This is an optimization exercise on Yosys and OpenROAD, whose aim is a short achievable clock period and few clock cycles per item, not a production implementation. In this exercise RTL edits were held to simulation tests only and were not proved equivalent to the original. Power figures rest on the tool's default switching activity, not on a simulated workload.

[run.sh]
#!/bin/bash
# synth_recipe.tcl (not shown) runs the flow's synth.tcl, then flattens the netlist and writes it again
# the make line also repeats each setting of config.mk as NAME=value (left out here)
make -C /OpenROAD-flow-scripts/flow DESIGN_CONFIG=/design/flow/config.mk WORK_HOME=/design/flow/orfs CLKGATE_MAP_FILE= SYNTH_SCRIPT=/design/flow/synth_recipe.tcl finish
[config.mk]
export PLATFORM = sky130hd
export DESIGN_NAME = dlxExecCore
export DESIGN_NICKNAME = dlxExecCore
export VERILOG_FILES = /design/flow/design.v
export SDC_FILE = /design/flow/constraint.sdc
export NUM_CORES = 4
export LEC_CHECK = 0
export CAP_MARGIN = 20
export CORE_MARGIN = 2
export CORE_UTILIZATION = 40
export SLEW_MARGIN = 20
[constraint.sdc]
create_clock -name core_clock -period 6.0 [get_ports {clk}]
set_input_delay 1.2000 -clock core_clock [delete_from_list [all_inputs] [get_ports {clk}]]
set_output_delay 1.2000 -clock core_clock [all_outputs]
set_load 0.01 [all_outputs]
[design.v]
package dlxIsaPkg;
	localparam int DataWidth = 32;
	localparam int RegAddrWidth = 5;
	localparam int NumRegs = 32;
	localparam int InstrWidth = 32;
	localparam int OpcodeWidth = 6;
	localparam int ImmWidth = 16;
	localparam int ShamtWidth = 5;
	localparam int ExpWidth = 8;
	localparam int FracWidth = 23;
	localparam int OpcodeLo = 0;
	localparam int OpcodeHi = 5;
	localparam int Rs1Lo = 6;
	localparam int Rs1Hi = 10;
	localparam int Rs2Lo = 11;
	localparam int Rs2Hi = 15;
	localparam int RdRLo = 16;
	localparam int RdRHi = 20;
	localparam int RdILo = 11;
	localparam int RdIHi = 15;
	localparam int ImmLo = 16;
	localparam int ImmHi = 31;
	localparam logic [0:OpcodeWidth-1] OpAdd = 6'h01;
	localparam logic [0:OpcodeWidth-1] OpSub = 6'h02;
	localparam logic [0:OpcodeWidth-1] OpAnd = 6'h03;
	localparam logic [0:OpcodeWidth-1] OpOr = 6'h04;
	localparam logic [0:OpcodeWidth-1] OpXor = 6'h05;
	localparam logic [0:OpcodeWidth-1] OpSlt = 6'h06;
	localparam logic [0:OpcodeWidth-1] OpSll = 6'h07;
	localparam logic [0:OpcodeWidth-1] OpSrl = 6'h08;
	localparam logic [0:OpcodeWidth-1] OpAddi = 6'h09;
	localparam logic [0:OpcodeWidth-1] OpFneg = 6'h10;
	localparam logic [0:OpcodeWidth-1] OpFabs = 6'h11;
	localparam logic [0:OpcodeWidth-1] OpFlt = 6'h12;
	localparam logic [0:OpcodeWidth-1] OpMovi2fp = 6'h13;
	localparam logic [0:OpcodeWidth-1] OpMovfp2i = 6'h14;
	typedef union packed {
		logic [0:DataWidth-1] raw;
		struct packed {
			logic sign;
			logic [0:ExpWidth-1] exponent;
			logic [0:FracWidth-1] fraction;
		} fp;
	} dataWord_u;
endpackage
package dlxCorePkg;
	localparam int QueueDepth = 4;
	localparam int CreditWidth = $clog2(QueueDepth + 1);
	localparam int QueuePtrWidth = $clog2(QueueDepth);
	localparam int ExecOpWidth = 4;
	localparam logic [0:ExecOpWidth-1] ExAdd = 4'd0;
	localparam logic [0:ExecOpWidth-1] ExSub = 4'd1;
	localparam logic [0:ExecOpWidth-1] ExAnd = 4'd2;
	localparam logic [0:ExecOpWidth-1] ExOr = 4'd3;
	localparam logic [0:ExecOpWidth-1] ExXor = 4'd4;
	localparam logic [0:ExecOpWidth-1] ExSlt = 4'd5;
	localparam logic [0:ExecOpWidth-1] ExSll = 4'd6;
	localparam logic [0:ExecOpWidth-1] ExSrl = 4'd7;
	localparam logic [0:ExecOpWidth-1] ExFneg = 4'd8;
	localparam logic [0:ExecOpWidth-1] ExFabs = 4'd9;
	localparam logic [0:ExecOpWidth-1] ExFlt = 4'd10;
	localparam logic [0:ExecOpWidth-1] ExMove = 4'd11;
endpackage
import dlxIsaPkg::*;
module regFile (
	input logic clk,
	input logic rst,
	input logic wrEn,
	input logic wrFp,
	input logic [0:dlxIsaPkg::RegAddrWidth-1] wrAddr,
	input logic [0:dlxIsaPkg::DataWidth-1] wrData,
	input logic rdFp,
	input logic [0:dlxIsaPkg::RegAddrWidth-1] rdAddr1,
	input logic [0:dlxIsaPkg::RegAddrWidth-1] rdAddr2,
	output logic [0:dlxIsaPkg::DataWidth-1] rdData1,
	output logic [0:dlxIsaPkg::DataWidth-1] rdData2
);
	logic [0:DataWidth-1] intBank [0:NumRegs-1];
	logic [0:DataWidth-1] fpBank [0:NumRegs-1];
	always_ff @(posedge clk) begin
		if (rst) begin
			for (int i = 0; i < NumRegs; i++) begin
				intBank[i] <= '0;
				fpBank[i] <= '0;
			end
		end else if (wrEn) begin
			if (wrFp)
				fpBank[wrAddr] <= wrData;
			else
				intBank[wrAddr] <= wrData;
		end
	end
	assign rdData1 = rdFp ? fpBank[rdAddr1] : intBank[rdAddr1];
	assign rdData2 = rdFp ? fpBank[rdAddr2] : intBank[rdAddr2];
endmodule
import dlxIsaPkg::*;
import dlxCorePkg::*;
module issueUnit (
	input logic clk,
	input logic rst,
	input logic instrValid,
	input logic [0:dlxIsaPkg::InstrWidth-1] instrWord,
	output logic instrReady,
	output logic rdFp,
	output logic [0:dlxIsaPkg::RegAddrWidth-1] rdAddr1,
	output logic [0:dlxIsaPkg::RegAddrWidth-1] rdAddr2,
	input logic [0:dlxIsaPkg::DataWidth-1] rdData1,
	input logic [0:dlxIsaPkg::DataWidth-1] rdData2,
	input logic creditReturn,
	input logic retireFire,
	input logic [0:dlxIsaPkg::RegAddrWidth-1] retireDest,
	input logic retireFp,
	output logic opValid,
	output logic [0:dlxCorePkg::ExecOpWidth-1] opExec,
	output logic [0:dlxIsaPkg::RegAddrWidth-1] opDest,
	output logic opDestFp,
	output logic [0:dlxIsaPkg::DataWidth-1] opA,
	output logic [0:dlxIsaPkg::DataWidth-1] opB
);
	logic [0:OpcodeWidth-1] opcode;
	logic [0:RegAddrWidth-1] rs1;
	logic [0:RegAddrWidth-1] rs2;
	logic [0:RegAddrWidth-1] rd;
	logic [0:DataWidth-1] immExt;
	logic [0:ExecOpWidth-1] execOp;
	logic known;
	logic isImm;
	logic useRs2;
	logic readFp;
	logic destFp;
	logic [0:NumRegs-1] intBusy;
	logic [0:NumRegs-1] fpBusy;
	logic [0:CreditWidth-1] creditCnt;
	logic srcBusy;
	logic dstBusy;
	logic spend;
	assign opcode = instrWord[OpcodeLo:OpcodeHi];
	assign rs1 = instrWord[Rs1Lo:Rs1Hi];
	assign rs2 = instrWord[Rs2Lo:Rs2Hi];
	assign isImm = (opcode == OpAddi);
	assign rd = isImm ? instrWord[RdILo:RdIHi] : instrWord[RdRLo:RdRHi];
	assign immExt = {{(DataWidth - ImmWidth){instrWord[ImmLo]}}, instrWord[ImmLo:ImmHi]};
	assign useRs2 = (opcode == OpAdd) || (opcode == OpSub) || (opcode == OpAnd) || (opcode == OpOr) || (opcode == OpXor) || (opcode == OpSlt) || (opcode == OpSll) || (opcode == OpSrl) || (opcode == OpFlt);
	assign readFp = (opcode == OpFneg) || (opcode == OpFabs) || (opcode == OpFlt) || (opcode == OpMovfp2i);
	assign destFp = (opcode == OpFneg) || (opcode == OpFabs) || (opcode == OpMovi2fp);
	always_comb begin
		known = 1'b1;
		execOp = ExAdd;
		case (opcode)
			OpAdd, OpAddi: execOp = ExAdd;
			OpSub: execOp = ExSub;
			OpAnd: execOp = ExAnd;
			OpOr: execOp = ExOr;
			OpXor: execOp = ExXor;
			OpSlt: execOp = ExSlt;
			OpSll: execOp = ExSll;
			OpSrl: execOp = ExSrl;
			OpFneg: execOp = ExFneg;
			OpFabs: execOp = ExFabs;
			OpFlt: execOp = ExFlt;
			OpMovi2fp, OpMovfp2i: execOp = ExMove;
			default: known = 1'b0;
		endcase
	end
	assign rdFp = readFp;
	assign rdAddr1 = rs1;
	assign rdAddr2 = rs2;
	assign srcBusy = readFp ? (fpBusy[rs1] || (useRs2 && fpBusy[rs2]))
		: (intBusy[rs1] || (useRs2 && intBusy[rs2]));
	assign dstBusy = destFp ? fpBusy[rd] : intBusy[rd];
	assign instrReady = (creditCnt != '0) && !(known && (srcBusy || dstBusy));
	assign spend = instrValid && instrReady && known;
	always_ff @(posedge clk) begin
		if (rst)
			creditCnt <= CreditWidth'(QueueDepth);
		else
			creditCnt <= creditCnt - CreditWidth'(spend) + CreditWidth'(creditReturn);
	end
	always_ff @(posedge clk) begin
		if (rst) begin
			intBusy <= '0;
			fpBusy <= '0;
		end else begin
			if (retireFire) begin
				if (retireFp)
					fpBusy[retireDest] <= 1'b0;
				else
					intBusy[retireDest] <= 1'b0;
			end
			if (spend) begin
				if (destFp)
					fpBusy[rd] <= 1'b1;
				else
					intBusy[rd] <= 1'b1;
			end
		end
	end
	always_ff @(posedge clk) begin
		if (rst)
			opValid <= 1'b0;
		else
			opValid <= spend;
	end
	always_ff @(posedge clk) begin
		if (spend) begin
			opExec <= execOp;
			opDest <= rd;
			opDestFp <= destFp;
			opA <= rdData1;
			opB <= isImm ? immExt : rdData2;
		end
	end
endmodule
import dlxIsaPkg::*;
import dlxCorePkg::*;
module opQueue (
	input logic clk,
	input logic rst,
	input logic opValid,
	input logic [0:dlxCorePkg::ExecOpWidth-1] opExec,
	input logic [0:dlxIsaPkg::RegAddrWidth-1] opDest,
	input logic opDestFp,
	input logic [0:dlxIsaPkg::DataWidth-1] opA,
	input logic [0:dlxIsaPkg::DataWidth-1] opB,
	input logic pop,
	output logic headValid,
	output logic [0:dlxCorePkg::ExecOpWidth-1] headExec,
	output logic [0:dlxIsaPkg::RegAddrWidth-1] headDest,
	output logic headDestFp,
	output logic [0:dlxIsaPkg::DataWidth-1] headA,
	output logic [0:dlxIsaPkg::DataWidth-1] headB,
	output logic creditReturn
);
	logic [0:ExecOpWidth-1] execMem [0:QueueDepth-1];
	logic [0:RegAddrWidth-1] destMem [0:QueueDepth-1];
	logic [0:QueueDepth-1] destFpMem;
	logic [0:DataWidth-1] aMem [0:QueueDepth-1];
	logic [0:DataWidth-1] bMem [0:QueueDepth-1];
	logic [0:QueuePtrWidth-1] wrPtr;
	logic [0:QueuePtrWidth-1] rdPtr;
	logic [0:CreditWidth-1] count;
	logic doPop;
	assign headValid = (count != '0);
	assign doPop = pop && headValid;
	always_ff @(posedge clk) begin
		if (rst) begin
			wrPtr <= '0;
			rdPtr <= '0;
			count <= '0;
			creditReturn <= 1'b0;
		end else begin
			if (opValid)
				wrPtr <= (wrPtr == QueuePtrWidth'(QueueDepth - 1)) ? '0 : wrPtr + 1'b1;
			if (doPop)
				rdPtr <= (rdPtr == QueuePtrWidth'(QueueDepth - 1)) ? '0 : rdPtr + 1'b1;
			count <= count + CreditWidth'(opValid) - CreditWidth'(doPop);
			creditReturn <= doPop;
		end
	end
	always_ff @(posedge clk) begin
		if (opValid) begin
			execMem[wrPtr] <= opExec;
			destMem[wrPtr] <= opDest;
			destFpMem[wrPtr] <= opDestFp;
			aMem[wrPtr] <= opA;
			bMem[wrPtr] <= opB;
		end
	end
	assign headExec = execMem[rdPtr];
	assign headDest = destMem[rdPtr];
	assign headDestFp = destFpMem[rdPtr];
	assign headA = aMem[rdPtr];
	assign headB = bMem[rdPtr];
endmodule
import dlxIsaPkg::*;
import dlxCorePkg::*;
module execUnit (
	input logic clk,
	input logic rst,
	input logic headValid,
	input logic [0:dlxCorePkg::ExecOpWidth-1] headExec,
	input logic [0:dlxIsaPkg::RegAddrWidth-1] headDest,
	input logic headDestFp,
	input logic [0:dlxIsaPkg::DataWidth-1] headA,
	input logic [0:dlxIsaPkg::DataWidth-1] headB,
	output logic pop,
	output logic retireValid,
	output logic [0:dlxIsaPkg::DataWidth-1] retireData,
	output logic [0:dlxIsaPkg::RegAddrWidth-1] retireDest,
	output logic retireFp,
	input logic retireReady
);
	dlxIsaPkg::dataWord_u wordA;
	dlxIsaPkg::dataWord_u wordB;
	dlxIsaPkg::dataWord_u fpWord;
	logic [0:DataWidth-2] magA;
	logic [0:DataWidth-2] magB;
	logic bothZero;
	logic ltBit;
	logic [0:DataWidth-1] result;
	assign wordA.raw = headA;
	assign wordB.raw = headB;
	assign magA = {wordA.fp.exponent, wordA.fp.fraction};
	assign magB = {wordB.fp.exponent, wordB.fp.fraction};
	assign bothZero = (magA == '0) && (magB == '0);
	always_comb begin
		if (bothZero)
			ltBit = 1'b0;
		else if (wordA.fp.sign != wordB.fp.sign)
			ltBit = wordA.fp.sign;
		else if (wordA.fp.sign)
			ltBit = (magB < magA);
		else
			ltBit = (magA < magB);
	end
	always_comb begin
		fpWord = wordA;
		case (headExec)
			ExAdd: result = headA + headB;
			ExSub: result = headA - headB;
			ExAnd: result = headA & headB;
			ExOr: result = headA | headB;
			ExXor: result = headA ^ headB;
			ExSlt: result = {{(DataWidth - 1){1'b0}}, $signed(headA) < $signed(headB)};
			ExSll: result = headA << headB[DataWidth-ShamtWidth:DataWidth-1];
			ExSrl: result = headA >> headB[DataWidth-ShamtWidth:DataWidth-1];
			ExFneg: begin
				fpWord.fp.sign = ~wordA.fp.sign;
				result = fpWord.raw;
			end
			ExFabs: begin
				fpWord.fp.sign = 1'b0;
				result = fpWord.raw;
			end
			ExFlt: result = {{(DataWidth - 1){1'b0}}, ltBit};
			default: result = headA;
		endcase
	end
	assign pop = headValid && (!retireValid || retireReady);
	always_ff @(posedge clk) begin
		if (rst)
			retireValid <= 1'b0;
		else if (pop)
			retireValid <= 1'b1;
		else if (retireReady)
			retireValid <= 1'b0;
	end
	always_ff @(posedge clk) begin
		if (pop) begin
			retireData <= result;
			retireDest <= headDest;
			retireFp <= headDestFp;
		end
	end
endmodule
import dlxIsaPkg::*;
import dlxCorePkg::*;
module dlxExecCore (
	input logic clk,
	input logic rst,
	input logic instrValid,
	input logic [0:dlxIsaPkg::InstrWidth-1] instrWord,
	output logic instrReady,
	output logic retireValid,
	output logic [0:dlxIsaPkg::DataWidth-1] retireData,
	output logic [0:dlxIsaPkg::RegAddrWidth-1] retireDest,
	output logic retireFp,
	input logic retireReady
);
	logic rdFp;
	logic [0:RegAddrWidth-1] rdAddr1;
	logic [0:RegAddrWidth-1] rdAddr2;
	logic [0:DataWidth-1] rdData1;
	logic [0:DataWidth-1] rdData2;
	logic retireFire;
	logic creditReturn;
	logic opValid;
	logic [0:ExecOpWidth-1] opExec;
	logic [0:RegAddrWidth-1] opDest;
	logic opDestFp;
	logic [0:DataWidth-1] opA;
	logic [0:DataWidth-1] opB;
	logic headValid;
	logic [0:ExecOpWidth-1] headExec;
	logic [0:RegAddrWidth-1] headDest;
	logic headDestFp;
	logic [0:DataWidth-1] headA;
	logic [0:DataWidth-1] headB;
	logic pop;
	assign retireFire = retireValid && retireReady;
	regFile regs (
		.clk(clk), .rst(rst),
		.wrEn(retireFire), .wrFp(retireFp), .wrAddr(retireDest), .wrData(retireData),
		.rdFp(rdFp), .rdAddr1(rdAddr1), .rdAddr2(rdAddr2),
		.rdData1(rdData1), .rdData2(rdData2)
	);
	issueUnit issue (
		.clk(clk), .rst(rst),
		.instrValid(instrValid), .instrWord(instrWord), .instrReady(instrReady),
		.rdFp(rdFp), .rdAddr1(rdAddr1), .rdAddr2(rdAddr2),
		.rdData1(rdData1), .rdData2(rdData2),
		.creditReturn(creditReturn),
		.retireFire(retireFire), .retireDest(retireDest), .retireFp(retireFp),
		.opValid(opValid), .opExec(opExec), .opDest(opDest), .opDestFp(opDestFp),
		.opA(opA), .opB(opB)
	);
	opQueue queue (
		.clk(clk), .rst(rst),
		.opValid(opValid), .opExec(opExec), .opDest(opDest), .opDestFp(opDestFp),
		.opA(opA), .opB(opB), .pop(pop),
		.headValid(headValid), .headExec(headExec), .headDest(headDest),
		.headDestFp(headDestFp), .headA(headA), .headB(headB),
		.creditReturn(creditReturn)
	);
	execUnit exec (
		.clk(clk), .rst(rst),
		.headValid(headValid), .headExec(headExec), .headDest(headDest),
		.headDestFp(headDestFp), .headA(headA), .headB(headB),
		.pop(pop), .retireValid(retireValid), .retireData(retireData),
		.retireDest(retireDest), .retireFp(retireFp), .retireReady(retireReady)
	);
endmodule
==> flow_metrics.tcl <==
set metrics [dict create \
    status "timing/DRC/antenna clean" \
    final_nets 8999 \
    crit_path_end_kind "output pin" \
    drc 0 \
    finalHoldViolations 0 \
    postCtsSetupRepairBufs 0 \
    grt.total_usage_pct 31.3 \
    antenna_found_initial 98 \
    layout_common_cells "edfxtp_1, and2_1, mux4_2" \
    power.internal_w 0.0362 \
    netlist_area_sq_mm 0.136 \
    clock.fmax_mhz 173 \
    crit_fanout 5 \
    cp_cell_sequence "clkdlybuf4s50_1 -> or4b_2 -> o21ai_2 -> and2_4 -> inv_2 -> buf_4 -> mux4_2 -> nand2_1 -> nand3_1 -> a311o_1 -> nand2_1 -> a22o_1 -> dlygate4sd2_1" \
    gp_routability_congestion 0.941 \
    syn_inst 8876 \
    fin_crit_sh_pct 96.3 \
    final_antenna_net_count 0 \
    crit_required_ps 4800 \
    grt_overflow_total 0 \
    layout_commonest_cell "edfxtp_1" \
    syn2layout_area_growth_pct 13.7 \
    place_inst 13100 \
    fin_crit_ps 5780 \
    crit_arrival_ps 4580 \
    wl_per_cell_microns 40.0 \
    drive_above_1_share_pct 28.4 \
    setup_tns_ps 0 \
    coreArea_sq_mm 0.340 \
    fp.dieArea_sq_mm 0.345 \
    instances_no_fill 13700 \
    p_per_area_mw_per_mm2 373 \
    synth_cell_type_count 78 \
    io_buffers 75 \
    maxSlewViolCount 0 \
    relSlewSlack_pct 10.2 \
    hold_start "issue.opA[26]$_DFFE_PP_" \
    die_x_microns 588 \
    synth_seq_cells 2535 \
    critical-path-max-stage-delay_ps 710 \
    cts_buffer_depth 4 \
    seq_power_share_pct 36.5 \
    p_switching_w 0.0216 \
    grt_max_degree 148 \
    rows 214 \
    drtIter0Drc 15100 \
    die_h_microns 588 \
    r2r_slack_ps 650 \
    cp_slowest_cell "or4b_2" \
    setup_viol 0 \
    cts_tree "built" \
    vias 89900 \
    clkPwrFrac_pct 30.1 \
    worstMarginPinSlew_ps 1350 \
    dr.pass1.iters 8 \
    avgSynthCellArea_sq_um 15.3 \
    hold_end "queue.aMem[2][5]$_DFFE_PP_" \
    path_clk_slew_ps 60 \
    hold_slack_ps 491 \
    skew_ps 38.7 \
    first_global_vias 88700 \
    synth_edf_count 2456 \
    peakVddDrop_mv 0.370 \
    final_util_pct 45.6 \
    synth_nets 9036 \
    avgViaCountPerCell 6.58 \
    rsz0062_at_grt "no" \
    grt_pass1_wl_microns 745000 \
    critPathKind "primary input to output pin" \
    reg2reg_depth 16 \
    fillers 29200 \
    clock_latency_ps 940 \
    numCtsBuffers 289 \
    start_kind "primary input" \
    p_sw_share_pct 37.4 \
    crit_top_cell "nand2_1" \
    whs_path_depth 0 \
    clkSinkCount 2535 \
    cts_root_buf "clkbuf_16" \
    yosys_most_used_dff "edfxtp_1" \
    dp_hpwl_microns 335000 \
    yosysSeqAreaShare_pct 55.3 \
    yosys_warnings 4 \
    routed_wl_microns 547000 \
    combPwrFrac_pct 33.4 \
    async_flop_share_pct 0 \
    maxCapViolations 0 \
    cts-htree-levels 5 \
    power.leakage_nw 53.8 \
    boundaryPins 76 \
    r2r_end "exec.retireData[31]$_DFFE_PP_" \
    initial_utilization_pct 40.1 \
    hp-class "register to register" \
]
worst max path at each step:
stage                            start                             to
after CTS                 instrWord[3]                     instrReady
after detailed placement  instrWord[2]                     instrReady
after global placement    instrWord[3]  issue.creditCnt[0]$_SDFF_PP1_
after floorplan           instrWord[4]  issue.creditCnt[0]$_SDFF_PP1_
after global routing      instrWord[3]                     instrReady
final                     instrWord[3]                     instrReady
worst max-delay path, delay by kind of cell:
kind            cells  cell delay [ps]
mux                 1              440
simple gates        5             1190
compound gates      3              800
buf+inv             4              950
power by group through the flow:
stage / clock, W / sequential (W) / combinational, W
2_1_floorplan: 0 / 0.0211 / 0.0101
3_3_place_gp: 0 / 0.0213 / 0.0188
3_5_place_dp: 0 / 0.0214 / 0.0188
4_1_cts: 0.0175 / 0.0210 / 0.0188
5_1_grt: 0.0181 / 0.0211 / 0.0199
6_report: 0.0174 / 0.0211 / 0.0193
cells by family (layout without fill, tap and decap cells):
family / Yosys count / in the layout / synth area share (%)
compound gates: 779 / 779 / 3.69
xor+xnor: 20 / 20 / 0.129
fa+ha+maj: 124 / 124 / 1.16
buf+inv: 1031 / 1217 / 2.86
flops: 2535 / 2535 / 55.3
mux: 1564 / 1564 / 24.9
other cells: 0 / 75 / 0
simple gates: 2823 / 2823 / 12.0
area by class of cell:
cell class | instances | area, sq um | area share [%]
clock inverters | 147 | 1400 | 0.901
flip-flops and latches | 2535 | 75300 | 48.6
inverters | 130 | 503 | 0.325
multi-input cells | 5310 | 58300 | 37.6
diodes | 75 | 188 | 0.121
repair buffers | 573 | 5850 | 3.78
clock buffers | 367 | 7640 | 4.93
well taps | 4536 | 5680 | 3.66
what timing repair did:
action,4_1_cts,5_1_grt
hold buffers,0,0
gates resized for setup,6,0
setup endpoints to repair,1,0
stage by stage:
step | area, sq um | total power, W | worst slack (ps)
final | 155000 | 0.0578 | 222
after floorplan | 136000 | 0.0311 | 220
after global routing | 155000 | 0.0592 | 51.8
after detailed placement | 146000 | 0.0401 | -159
after CTS | 155000 | 0.0574 | 220
after global placement | 146000 | 0.0401 | -267
layer usage:
metal | GRT usage, % | up-vias | part of all wire, %
met5 | 0 | - | 0.012
met4 | 19.6 | 10 | 7.1
met3 | 7.13 | 1292 | 12
met2 | 47.7 | 6681 | 45
met1 | 40.7 | 47300 | 36
li1 | - | 34600 | -
Yosys cell counts (30+ instances only):
master	number	share of area [%]
a211oi_1	30	0.17
a21oi_1	145	0.53
a221oi_1	34	0.22
and2_1	2063	9.5
buf_1	158	0.44
clkbuf_1	726	2.0
dfxtp_1	79	1.2
edfxtp_1	2456	54
ha_1	120	1.1
inv_1	122	0.34
mux2_2	42	0.35
mux2i_1	67	0.49
mux4_2	1455	24
nand2_1	244	0.67
nand3_1	63	0.23
nor2_1	270	0.74
nor3_1	41	0.15
o211ai_1	95	0.52
o21ai_0	250	0.92
sequential cells by signal, summed over array words and instances (netlist names), 2 cells and up, named ones only:
register,cells
queue.bMem,128
queue.aMem,128
exec.retireDest,5
issue.fpBusy,32
queue.rdPtr,2
issue.opDest,5
queue.destFpMem,4
regs.fpBank,1024
regs.intBank,1024
issue.opB,32
queue.execMem,16
exec.retireData,32
queue.count,3
issue.opExec,4
issue.creditCnt,3
issue.opA,32
queue.wrPtr,2
issue.intBusy,32
queue.destMem,20
Testbench counts, summed over its fixed seeds: cycles 23,938, items 12,000.

what the ideal ports hide:
Ports are ideal in the flow. The routed layout listed here was re-timed in OpenROAD. Step 1: set_driving_cell puts a clkbuf_16 on clk and a buf_2 on each other input, an assumption about the parent block. Step 2, shift: input delay + t, output delay - t, t = (earliest + latest rising clock arrival at the registers) / 2. This alone moves slack from input paths to output paths. a / b / c = ideal ports / drivers / drivers and shift; a / b = the first two.
t, ns: 1.014
setup slack, ns: 0.222 / 0.192 / 0.085
worst data-port slew with drivers (ns): 0.15
pins driven straight from the clock port: 1
After both steps setup and hold are still met in this run. For this run, drivers alone change the setup slack by -0.030 ns; drivers and shift together by -0.137 ns.
